This is an optimization exercise on Yosys and OpenROAD, whose aim is small area, a short achievable clock period and few clock cycles per item, not a production implementation. The RTL was checked by simulation tests, not by an equivalence proof against the original design. No activity file was given, so power comes from the tool's default toggle rates.

==> flow/design.v (outline; a module is shown in full before it is edited, if it fits) <==
// module fc_sequencer: 56 lines
// module dot_product8: 2899 lines
// module fa_cell: 10 lines
// module ha_cell: 9 lines
// module relu_quantizer: 106 lines
// module fc_layer_top: 63 lines
module fc_layer_top (
    input  logic                  clk,
    input  logic                  rst_n,
    input  logic                  start,
    output logic                  finish,
    input  logic [31:0]           scale,
    output logic                  weight_rd_en,
    output logic [16-1:0] weight_rd_addr0,
    output logic [16-1:0] weight_rd_addr1,
    input  logic [63:0]           weight_rdata,
    output logic                  act_rd_en,
    output logic [16-1:0] act_rd_addr0,
    output logic [16-1:0] act_rd_addr1,
    input  logic [63:0]           act_rdata,
    output logic [3:0]            act_wr_we,
    output logic [16-1:0] act_wr_addr,
    output logic [31:0]           act_wr_data
);
  // ...
==> flow/flow/run.sh <==
#!/bin/bash
# The standard layout, except that the port buffers are the platform's
# smallest plain buffer instead of a delay buffer.
set -euo pipefail
export BUFFER_PORTS_ARGS="-buffer_cell sky130_fd_sc_hd__buf_1"
bash standard.sh > standard.log 2>&1
==> flow/standard.sh <==
#!/bin/bash
# synth_recipe.tcl (not shown) runs the flow's synth.tcl, then flattens the netlist and writes it again
# the make line also repeats each setting of config.mk as NAME=value (left out here)
make -C /OpenROAD-flow-scripts/flow DESIGN_CONFIG=/design/flow/config.mk WORK_HOME=/design/flow/orfs CLKGATE_MAP_FILE= SYNTH_SCRIPT=/design/flow/synth_recipe.tcl "${@:-finish}"
==> flow/config.mk <==
export PLATFORM = sky130hd
export DESIGN_NAME = fc_layer_top
export DESIGN_NICKNAME = fc_layer_top
export VERILOG_FILES = /design/flow/design.v
export SDC_FILE = /design/flow/constraint.sdc
export NUM_CORES = 4
export LEC_CHECK = 0
export CAP_MARGIN = 20
export CORE_MARGIN = 2
export CORE_UTILIZATION = 40
export CTS_CLUSTER_DIAMETER = 100
export CTS_CLUSTER_SIZE = 30
export SLEW_MARGIN = 20
export SYNTH_HIERARCHICAL = 1
==> flow/constraint.sdc <==
create_clock -name core_clock -period 14.5 [get_ports {clk}]
set_input_delay 2.9000 -clock core_clock [delete_from_list [all_inputs] [get_ports {clk}]]
set_output_delay 2.9000 -clock core_clock [all_outputs]
set_load 0.01 [all_outputs]
==> reports/metrics.yaml, run 1 <==
status: "finished clean"
insertion_delay_ns: 0.59
synth-seq-area-share_pct: 32.1
ctsResizeCount: 0
clk_pin_slew_worst_paths_ns: 0.11
synth_compound_area_share_pct: 2.01
hold_path_depth: 0
ctsHoldBuffers: 0
power.net_switching_mw: 2.06
yosys_most_used_dff: "dfxtp_1"
cp-endpoint: "weight_rd_addr1[3]"
p_leak_nw: 10.5
drcViolationCount: 0
htreeDepth: 1
crit_chain: "buf_1"
slew_headroom_pct: 39.5
wl_met1_um: 27800
final_area_um2: 27900
num-nonclk-inverters: 132
dp_cells: 3191
synth-edff-count: 30
netlist_top_cells_count: "fa_1 (545), nand2_1 (522), dfxtp_1 (374)"
dpl.hpwl_um: 60000
peakVddDrop_mv: 0.150
dr_total_vias: 16200
pwr_density_cell_nw_per_um2: 183
synth_mux_area_share_pct: 0.493
cts_setup_buffers: 0
synth_top_family_by_area: "adder cells"
root_buffer: "clkbuf_16"
hold_ws_ns: 0.338
core_area_um2: 64600
num-multi-input-gates: 1550
yosysWarnings: 9
grt.met3_usage_pct: 2.36
fill_cells: 6179
clk-power_mw: 0.759
synth_xor_area_share_pct: 0.905
ys_top_cells_by_area: "fa_1 (42%), dfxtp_1 (29%), nand2_1 (7.5%)"
num-nonclk-buffers: 250
syn_to_final_growth_pct: 6.89
internal_power_mw: 3.04
crit_start: "i_fc_sequencer.waddr[3]$_SDFF_PN1_"
start_util_pct: 40.5
Testbench counts, summed over its fixed seeds: cycles 144,960, layers 24.
==> run 2, diff against run 1 <==
--- a/flow/config.mk
+++ b/flow/config.mk
@@ -8,5 +8,5 @@
 export CAP_MARGIN = 20
 export CORE_MARGIN = 2
-export CORE_UTILIZATION = 40
+export CORE_UTILIZATION = 85
 export CTS_CLUSTER_DIAMETER = 100
 export CTS_CLUSTER_SIZE = 30
==> reports/metrics.yaml, run 2 <==
final_cell_mix: "fa_1 (545), nand2_1 (522), dfxtp_1 (373)"
via_per_inst: 6.81
io_pins: 282
yosysWarnings: 9  # unchanged
avgSynthCellArea_um2: 11.5
htreeDepth: 1  # unchanged
diodes: 0
routed_wl_um: 83000
final_common_cell: "fa_1"
maxSlewViolCount: 0
die-area_um2: 32200
netlist.area_leader.share_pct: 41.7
synth-seq-area-share_pct: 32.1  # unchanged
max_freq_mhz: 237
critical_path.max_fanout: 7
finalSetupViolCount: 0
multi_input_area_um2: 16200
netlist_top_cells_count: "fa_1 (545), nand2_1 (522), dfxtp_1 (374)"
async_reset_ff_share_pct: 0
fill_cells: 1187  # -81%
nets: 3116
utilization_pct: 88.9
drive_gt1_share_pct: 2.37
status: "finished clean"
grt_pass1_vias: 21100
grt_first_pass_wirelength_um: 123000
crit_path_end_kind: "output pin"
final_area_um2: 27000  # -3.2%
regArea_um2: 8390
synth_most_common_cell: "fa_1"
pwr_density_cell_nw_per_um2: 200  # +9.6%
critical_path.max_stage_delay_ns: 0.54
skew_ns: 0.0198
ys_top_cells_by_area: "fa_1 (42%), dfxtp_1 (29%), nand2_1 (7.5%)"
core_area_um2: 30400  # -53%
die_w_um: 179
dr_total_vias: 18800  # +16%
dpl.hpwl_um: 59400  # -0.88%
wire_per_inst_um: 30.1
ant_nets: 0
hold_class: "flip-flop to flip-flop"
synth.distinct_cells: 63
ctsHoldBuffers: 0  # unchanged
final.setup.tns_ns: 0
synth_cells: 2264
reg_top3: "i_dot_product8.a_q: 64 flops, i_dot_product8.w_q: 64 flops"
startpoint_type: "flip-flop"
cap_violations: 0
crit_chain: "buf_1"
place_area_um2: 26600
first_pass_iters: 6
synth-seq-cells: 404
syn_to_final_growth_pct: 3.43
cts_made_buffers: 17
cts_setup_buffers: 0  # unchanged
clk_pin_slew_worst_paths_ns: 0.11  # about the same
antenna_found_initial: 1
worst_pin_slew_ns: 0.881
required_ns: 11.60
insertion_delay_ns: 0.55  # -0.04 ns
clockBufferDepth: 3
drcViolationCount: 0  # unchanged
syn_area_um2: 26100
drt_iter0_drc: 2553
r2r_cells: 8
slowest_stage: "dfxtp_1"
portBuffers: 245
cts_sinks: 404
ctsResizeCount: 0  # unchanged
start_util_pct: 85.9  # +45 points
crit_type: "flip-flop to output pin"
slew_headroom_pct: 40.5  # +1.0 points
period_share_pct: 29.1
peakVddDrop_mv: 0.196  # +30%
hold_path_depth: 0  # unchanged
post-route-min-period_ns: 4.22
synth_top_area_cell: "fa_1"
crit_family: "flip-flops"
critPathBufInv: 1
p_leak_nw: 10.3  # -1.5%
row_count: 64
crit_arrival_ns: 1.32
hold_viol: 0
gr-usage-all-layers_pct: 54.4
grt.overflow.total: 0
root_buffer: "clkbuf_16"
reg2reg_slack_ns: 10.36
cts_tree: "yes"
place_congestion: 1.02
grt_max_degree: 81
synth-edff-count: 30  # unchanged
die_h_um: 179
yosys_most_used_dff: "dfxtp_1"
cp.depth: 1
rsz0062_at_grt: "false"
==> run 2: cell families (layout without fill, tap and decap cells) <==
family                     Yosys count  in the layout  synth area share (%)
and+or+nand+nor                    802            802                  13.8
buffers and inverters              342            405                  6.27
muxes                               10             10                 0.493
AOI/OAI and AO/OA                   75             75                  2.02
xor gates and xnor gates            27             27                 0.905
DFF                                404            404                  32.1
adders and majority gates          600            600                  44.4
other                                4             36                0.0574
==> run 2: Yosys stat by module (local to each module, per instance), a selection <==
module / cell area [um^2] / flip-flops and latches
dot_product8: 8850 / 281
ha_cell: 12.5 / 0
relu_quantizer: 5630 / 99
fc_sequencer: 1330 / 24
fa_cell: 20.0 / 0
==> run 2: layer usage <==
layer | GRT usage, % | wire, um | vias to the layer above
li1 | - | - | 6942
met1 | 57.7 | 23100 | 9025
met2 | 83.3 | 38000 | 2019
met3 | 21.9 | 11700 | 778
met4 | 50.1 | 10300 | 0
met5 | 0.463 | 0 | -
==> run 2: area by class of cell <==
cell class | instances | area share [%]
multi-input cells | 1550 | 60.1
flip-flops and latches | 404 | 31.0
repair buffers | 248 | 3.48
inverters | 132 | 1.83
well taps | 396 | 1.83
clock buffers | 24 | 1.71
clock inverters | 1 | 0.0602
==> run 2: path summary, 6_finish.rpt <==
| kind | startpoint | endpoint |
|---|---|---|
| worst min-delay path | i_fc_sequencer.tag_first$_DFF_P_ | i_dot_product8.f_q$_DFF_P_ |
| worst min register to register | i_fc_sequencer.tag_first$_DFF_P_ | i_dot_product8.f_q$_DFF_P_ |
| worst max-delay path | i_fc_sequencer.aaddr[1]$_SDFF_PP0_ | act_rd_addr1[1] |
| worst max register to register | i_dot_product8.a_q[26]$_DFF_P_ | i_dot_product8.r915$_DFF_P_ |
==> run 2: through the flow <==
stage,hold WS (ns),instances,worst slack (ns),total power [mW]
2_1_floorplan,0.310,2296,10.65,3.50
3_3_place_gp,0.312,2730,10.36,4.28
3_5_place_dp,0.315,2730,10.18,4.59
4_1_cts,0.339,2755,10.31,5.24
5_1_grt,0.353,2755,10.23,5.73
6_report,0.341,2755,10.28,5.41
==> run 2: where the power goes <==
group | internal, mW | switching, mW
logic | 1.35 | 1.74
clock network | 0.229 | 0.357
registers | 1.47 | 0.253
total | 3.05 | 2.35
==> run 3, diff against run 2 <==
--- a/flow/config.mk
+++ b/flow/config.mk
@@ -8,5 +8,5 @@
 export CAP_MARGIN = 20
 export CORE_MARGIN = 2
-export CORE_UTILIZATION = 85
+export CORE_UTILIZATION = 75
 export CTS_CLUSTER_DIAMETER = 100
 export CTS_CLUSTER_SIZE = 30
==> reports/metrics.yaml, run 3 <==
status: "finished clean"
die-area_um2: 36400  # +13%
slowest_stage: "dfxtp_1"
synth_most_common_cell: "fa_1"
synth_top_area_cell: "fa_1"
nets: 3117  # +0.032%
first_pass_iters: 6  # unchanged
hold_ws_ns: 0.332  # -0.00867 ns
syn_area_um2: 26100  # unchanged
worst_pin_slew_ns: 0.877  # -0.00413 ns
grt_first_pass_wirelength_um: 103000  # -16%
core_area_um2: 34500  # +13%
hold_path_depth: 0  # unchanged
htreeDepth: 1  # unchanged
crit_type: "flip-flop to output pin"
r2r_cells: 9  # +1
timing.rr.start: "i_dot_product8.w_q[18]$_DFF_P_"
post-route-min-period_ns: 4.19  # -0.0317 ns
final_area_um2: 27200  # +0.53%
crit_family: "flip-flops"
synth.distinct_cells: 63  # unchanged
start_util_pct: 75.9  # -10 points
cts_sinks: 404  # unchanged
skew_ns: 0.0301  # +0.0104 ns
final.setup.tns_ns: 0  # unchanged
avgSynthCellArea_um2: 11.5  # unchanged
critPathBufInv: 1  # unchanged
final_cell_mix: "fa_1 (545), nand2_1 (522), dfxtp_1 (373)"
reg2reg_slack_ns: 10.50  # +0.14 ns
via_per_inst: 5.99  # -12%
pwr_density_cell_nw_per_um2: 186  # -7.1%
startpoint_type: "flip-flop"
netlist_top_cells_count: "fa_1 (545), nand2_1 (522), dfxtp_1 (374)"
io_pins: 282  # unchanged
yosys_most_used_dff: "dfxtp_1"
clk_pin_slew_worst_paths_ns: 0.11  # about the same
root_buffer: "clkbuf_16"
p_leak_nw: 10.4  # +0.26%
hold_class: "flip-flop to flip-flop"
synth-edff-count: 30  # unchanged
holdPathEnd: "i_dot_product8.f_r$_DFF_P_"
portBuffers: 245  # unchanged
reg_top3: "i_dot_product8.a_q: 64 flops, i_dot_product8.w_q: 64 flops"
synth_cells: 2264  # unchanged
period_share_pct: 28.9  # -0.22 points
ctsResizeCount: 0  # unchanged
gr-usage-all-layers_pct: 39.4  # -15 points
ant_nets: 0  # unchanged
synth-seq-cells: 404  # unchanged
grt_max_degree: 81  # unchanged
yosysWarnings: 9  # unchanged
drcViolationCount: 0  # unchanged
drive_gt1_share_pct: 2.41  # +0.040 points
syn_to_final_growth_pct: 3.98
insertion_delay_ns: 0.55  # about the same
peakVddDrop_mv: 0.167  # -14%
crit_chain: "buf_1"
grt_pass1_vias: 18500  # -13%
place_area_um2: 26600  # +0.28%
antenna_found_initial: 0  # -1
hold_start: "i_dot_product8.f_q$_DFF_P_"
synth-seq-area-share_pct: 32.1  # unchanged
drt_iter0_drc: 1703  # -33%
netlist.area_leader.share_pct: 41.7  # unchanged
finalSetupViolCount: 0  # unchanged
row_count: 68  # +6.3%
cp.depth: 1  # unchanged
cts_tree: "yes"
cap_violations: 0  # unchanged
place_congestion: 1.01  # -0.20%
crit_start: "i_fc_sequencer.waddr[3]$_SDFF_PN1_"
ys_top_cells_by_area: "fa_1 (42%), dfxtp_1 (29%), nand2_1 (7.5%)"
routed_wl_um: 67300  # -19%
crit_arrival_ns: 1.29  # -0.03 ns
grt.overflow.total: 0  # unchanged
die_h_um: 191  # +6.3%
dpl.hpwl_um: 53800  # -9.5%
power_mw: 5.05  # -6.6%
dr_total_vias: 16900  # -10%
final_common_cell: "fa_1"
ctsHoldBuffers: 0  # unchanged
cts_setup_buffers: 0  # unchanged
rsz0062_at_grt: "false"
slew_headroom_pct: 41.6  # +1.1 points
clockBufferDepth: 3  # unchanged
crit_path_end_kind: "output pin"
wire_per_inst_um: 23.9  # -21%
hold_viol: 0  # unchanged
utilization_pct: 78.9  # -10 points
cts_made_buffers: 18  # +1
maxSlewViolCount: 0  # unchanged
critical_path.max_stage_delay_ns: 0.55  # about the same
max_freq_mhz: 239  # +0.76%
required_ns: 11.60  # about the same
async_reset_ff_share_pct: 0  # unchanged
rr_endpoint: "i_dot_product8.r909$_DFF_P_"
critical_path.max_fanout: 9  # +2
die_w_um: 191  # +6.3%
[run 3: per-layer routing]
metal	wire length (um)	vias up	part of all wire (%)	global-route usage, %
li1	-	6945	-	-
met2	32600	1263	48	65.4
met5	0	-	0	0.137
met4	6110	0	9.1	27.9
met1	21800	8335	32	47.1
met3	6720	325	10	7.01
[run 3: kinds of logic (layout without fill, tap and decap cells)]
| kind of cell | count (synthesis) | in the layout | synth area share, % |
|---|---|---|---|
| AO/OA/AOI/OAI | 75 | 75 | 2.02 |
| multiplexers | 10 | 10 | 0.493 |
| other | 4 | 37 | 0.0574 |
| buffers and inverters | 342 | 407 | 6.27 |
| XOR/XNOR | 27 | 27 | 0.905 |
| adder cells (fa/ha/maj) | 600 | 600 | 44.4 |
| flip-flops | 404 | 404 | 32.1 |
| AND/OR/NAND/NOR | 802 | 802 | 13.8 |
[run 3: metrics by stage]
stage	setup WS, ns	cells
after floorplan	10.65	2296
after global routing	10.23	2816
after detailed placement	10.28	2789
after global placement	10.33	2789
final	10.31	2817
after CTS	10.30	2816
[run 3: layout make-up]
cell class / instances / area [um^2]
clock inverters: 3 / 76.3
multi-input cells: 1550 / 16200
diodes: 1 / 2.50
inverters: 132 / 495
clock buffers: 24 / 473
repair buffers: 248 / 942
well taps: 455 / 569
fillers: 2140 / 7280
flip-flops and latches: 404 / 8390
[run 3: worst max-delay path by stage]
stage,to,slack [ns]
floorplan,i_relu_quantizer.sbit$_DFF_P_,10.65
global placement,i_fc_sequencer.aaddr[7]$_SDFF_PP0_,10.33
detailed placement,i_fc_sequencer.aaddr[7]$_SDFF_PP0_,10.28
CTS,weight_rd_addr1[3],10.30
global route,weight_rd_addr0[3],10.23
finish,weight_rd_addr1[3],10.31
[run 3: modules after synthesis (local to each module, per instance), excerpt]
module,cells inside,flops+latches
dot_product8,1056,281
fa_cell,1,0
fc_sequencer,153,24
ha_cell,1,0
relu_quantizer,536,99
[run 3: power breakdown]
part           internal [mW]  total, mW  switching, mW
logic                   1.25       2.74           1.49
registers               1.47       1.70          0.228
clock network          0.242      0.611          0.369
==> run 4, diff against run 3 <==
--- a/flow/config.mk
+++ b/flow/config.mk
@@ -8,5 +8,5 @@
 export CAP_MARGIN = 20
 export CORE_MARGIN = 2
-export CORE_UTILIZATION = 75
+export CORE_UTILIZATION = 60
 export CTS_CLUSTER_DIAMETER = 100
 export CTS_CLUSTER_SIZE = 30
==> reports/metrics.yaml, run 4 <==
cts_made_buffers: 18  # unchanged
die_w_um: 213  # +12%
power.share.sequential_pct: 34.0  # +0.4 points
io_pins: 282  # unchanged
crit_path_end_kind: "output pin"
async_reset_ff_share_pct: 0  # unchanged
period_share_pct: 28.8  # -0.079 points
root_buffer: "clkbuf_16"
cts_sinks: 404  # unchanged
grt_first_pass_wirelength_um: 101000  # -1.9%
ctsResizeCount: 0  # unchanged
syn_area_um2: 26100  # unchanged
power_mw: 4.98  # -1.4%
insertion_delay_ns: 0.55  # about the same
slew_headroom_pct: 41.7  # +0.18 points
rsz0062_at_grt: "false"
hold_class: "flip-flop to flip-flop"
cap_violations: 0  # unchanged
drt_iter0_drc: 1281  # -25%
slowest_stage: "dfxtp_1"
row_count: 76  # +12%
synth-seq-cells: 404  # unchanged
antenna_found_initial: 0  # unchanged
hold_ws_ns: 0.338  # +0.00597 ns
portBuffers: 245  # unchanged
die_h_um: 213  # +12%
internal_power_mw: 2.97  # +0.18%
rr_endpoint: "i_dot_product8.r915$_DFF_P_"
worst_pin_slew_ns: 0.874  # -0.00269 ns
reg_top3: "i_dot_product8.a_q: 64 flops, i_dot_product8.w_q: 64 flops"
status: "finished clean"
die-area_um2: 45300  # +24%
timing.rr.start: "i_dot_product8.w_q[29]$_DFF_P_"
synth.distinct_cells: 63  # unchanged
pwr_density_cell_nw_per_um2: 182  # -2.0%
yosys_most_used_dff: "dfxtp_1"
htreeDepth: 1  # unchanged
holdPathEnd: "i_dot_product8.l_r$_DFF_P_"
reg2reg_slack_ns: 10.57  # +0.07 ns
start_util_pct: 60.7  # -15 points
hold_start: "i_dot_product8.l_q$_DFF_P_"
crit_chain: "buf_1"
finalSetupViolCount: 0  # unchanged
synth_top_area_cell: "fa_1"
ctsHoldBuffers: 0  # unchanged
final_cell_mix: "fa_1 (545), nand2_1 (522), dfxtp_1 (373)"
skew_ns: 0.0328  # +0.00264 ns
crit_type: "flip-flop to output pin"
power.net_switching_mw: 2.01  # -3.7%
avgSynthCellArea_um2: 11.5  # unchanged
peakVddDrop_mv: 0.142  # -15%
place_congestion: 0.928  # -8.5%
clkPwrFrac_pct: 12.2  # about the same
grt_max_degree: 81  # unchanged
r2r_cells: 8  # -1
grt.overflow.total: 0  # unchanged
final.setup.tns_ns: 0  # unchanged
drcViolationCount: 0  # unchanged
critical_path.max_fanout: 9  # unchanged
critPathBufInv: 1  # unchanged
via_per_inst: 5.44  # -9.1%
final_common_cell: "fa_1"
cts_setup_buffers: 0  # unchanged
startpoint_type: "flip-flop"
hold_path_depth: 0  # unchanged
syn_to_final_growth_pct: 4.64
dr_total_vias: 16000  # -5.0%
netlist.area_leader.share_pct: 41.7  # unchanged
clockBufferDepth: 3  # unchanged
post-route-min-period_ns: 4.18  # -0.0115 ns
pwr-share-comb_pct: 53.8  # -0.5 points
dpl.hpwl_um: 55100  # +2.4%
synth_cells: 2264  # unchanged
crit_family: "flip-flops"
max_freq_mhz: 239  # +0.28%
hold_viol: 0  # unchanged
swShare_pct: 40.4  # -0.95 points
drive_gt1_share_pct: 2.54  # +0.13 points
first_pass_iters: 5  # -1
netlist_top_cells_count: "fa_1 (545), nand2_1 (522), dfxtp_1 (374)"
synth-edff-count: 30  # unchanged
diodes: 0  # -1
nets: 3116  # -0.032%
wire_per_inst_um: 22.2  # -6.9%
routed_wl_um: 65500  # -2.7%
grt_pass1_vias: 17500  # -5.2%
utilization_pct: 63.5  # -15 points
synth_most_common_cell: "fa_1"
core_area_um2: 43100  # +25%
gr-usage-all-layers_pct: 31.0  # -8.4 points
crit_arrival_ns: 1.28  # about the same
required_ns: 11.60  # about the same
ant_nets: 0  # unchanged
pre_cts_slack_ns: 10.22  # -0.0593 ns
critical_path.max_stage_delay_ns: 0.55  # about the same
synth-seq-area-share_pct: 32.1  # unchanged
yosysWarnings: 9  # unchanged
clk_pin_slew_worst_paths_ns: 0.11  # about the same
p_leak_nw: 10.4  # +0.12%
ys_top_cells_by_area: "fa_1 (42%), dfxtp_1 (29%), nand2_1 (7.5%)"
cts_tree: "yes"
fin_ws_ns: 10.32  # +0.0115 ns
maxSlewViolCount: 0  # unchanged
-- run 4: cell counts after synthesis --
Identical to the previous run, type by type.
-- run 4: cells by family after synthesis --
logic type	after synthesis	share of synthesized area (%)
DFF	404	32.1
muxes	10	0.493
xor gates and xnor gates	27	0.905
buffers and inverters	342	6.27
and+or+nand+nor	802	13.8
other	4	0.0574
adders and majority gates	600	44.4
AOI/OAI and AO/OA	75	2.02
-- run 4: final cells by class --
cell class | instances | area (um^2)
timing repair buffer | 247 | 935
tap | 585 | 732
sequential | 404 | 8390
clock buffer | 23 | 500
clock inverter | 4 | 50.0
fill | 3534 | 15700
multi-input combinational | 1550 | 16300
inverter | 132 | 495
-- run 4: per-stage QoR --
| stage | cell area, um^2 | cells |
|---|---|---|
| after floorplan | 26300 | 2296 |
| after global placement | 26800 | 2918 |
| after detailed placement | 26800 | 2918 |
| after CTS | 27300 | 2945 |
| after global routing | 27400 | 2945 |
| final | 27400 | 2945 |
-- run 4: power groups by stage --
stage / clock [mW] / sequential, mW / combinational [mW]
after detailed placement: 0 / 1.72 / 2.73
after global placement: 0 / 1.72 / 2.66
after floorplan: 0 / 1.61 / 1.89
final: 0.607 / 1.69 / 2.68
after CTS: 0.631 / 1.70 / 2.76
after global routing: 0.668 / 1.73 / 3.14
-- run 4: worst max-delay path by stage --
stage                                             from                                 end  slack, ns  cells past startpoint
floorplan                                     scale[7]       i_relu_quantizer.sbit$_DFF_P_      10.65                      5
global placement                                 rst_n  i_fc_sequencer.aaddr[7]$_SDFF_PP0_      10.28                      5
detailed placement                               rst_n  i_fc_sequencer.aaddr[7]$_SDFF_PP0_      10.22                      5
CTS                 i_fc_sequencer.waddr[3]$_SDFF_PN1_                  weight_rd_addr0[3]      10.31                      1
global route        i_fc_sequencer.waddr[3]$_SDFF_PN1_                  weight_rd_addr0[3]      10.22                      1
finish              i_fc_sequencer.waddr[3]$_SDFF_PN1_                  weight_rd_addr0[3]      10.32                      1
-- run 4: per-layer routing --
| layer | vias up | GRT usage, % | share of wire [%] |
|---|---|---|---|
| li1 | 6941 | - | - |
| met1 | 8212 | 39.6 | 38 |
| met2 | 732 | 52.3 | 49 |
| met3 | 140 | 4.47 | 6.9 |
| met4 | 0 | 15.6 | 5.9 |
| met5 | - | 0 | 0 |
-- run 4: worst reg2reg max path: cells and delay by family (launching register included) --
family,cells,cell delay (ns)
fa+ha+maj,6,3.05
buf+inv,1,0.05
simple gates,1,0.15
flops,1,0.57
-- run 4: per-module statistics from Yosys, one instance, submodules excluded, a selection --
module,cells inside,flip-flops and latches
dot_product8,1056,281
relu_quantizer,536,99
fc_sequencer,153,24
fa_cell,1,0
ha_cell,1,0

[what the ideal ports hide]
The results above use ideal ports. As a check the final layouts listed here were re-extracted and re-timed, cells and wires unchanged.
Step 1 sets driving cells, clkbuf_16 on the clock port and buf_2 on the other inputs (assumed; they add their load-dependent delay and slew).
Step 2 times the ports against the registers' clock, not the clock port: input delays grow and output delays shrink by t, the midpoint of the rising clock arrivals with the driver on.
Three values: no drivers, after step 1, after step 2; two values: the first two.
run	t (ns)	setup WS [ns]	slew at the worst register clock pin (ns)	worst data-port slew with drivers (ns)	pins driven straight from the clock port
run 1	0.633	10.262 / 10.203 / 10.232	0.12 / 0.12	0.06	1
run 2	0.593	10.280 / 10.224 / 9.941	0.12 / 0.12	0.06	1
run 3	0.594	10.312 / 10.257 / 10.313	0.11 / 0.11	0.05	1
run 4	0.599	10.323 / 10.263 / 10.200	0.11 / 0.11	0.06	1
After both steps setup and hold are still met in every run listed. For run 2, which loses most, drivers alone change the setup slack by -0.056 ns; drivers and shift together by -0.339 ns.
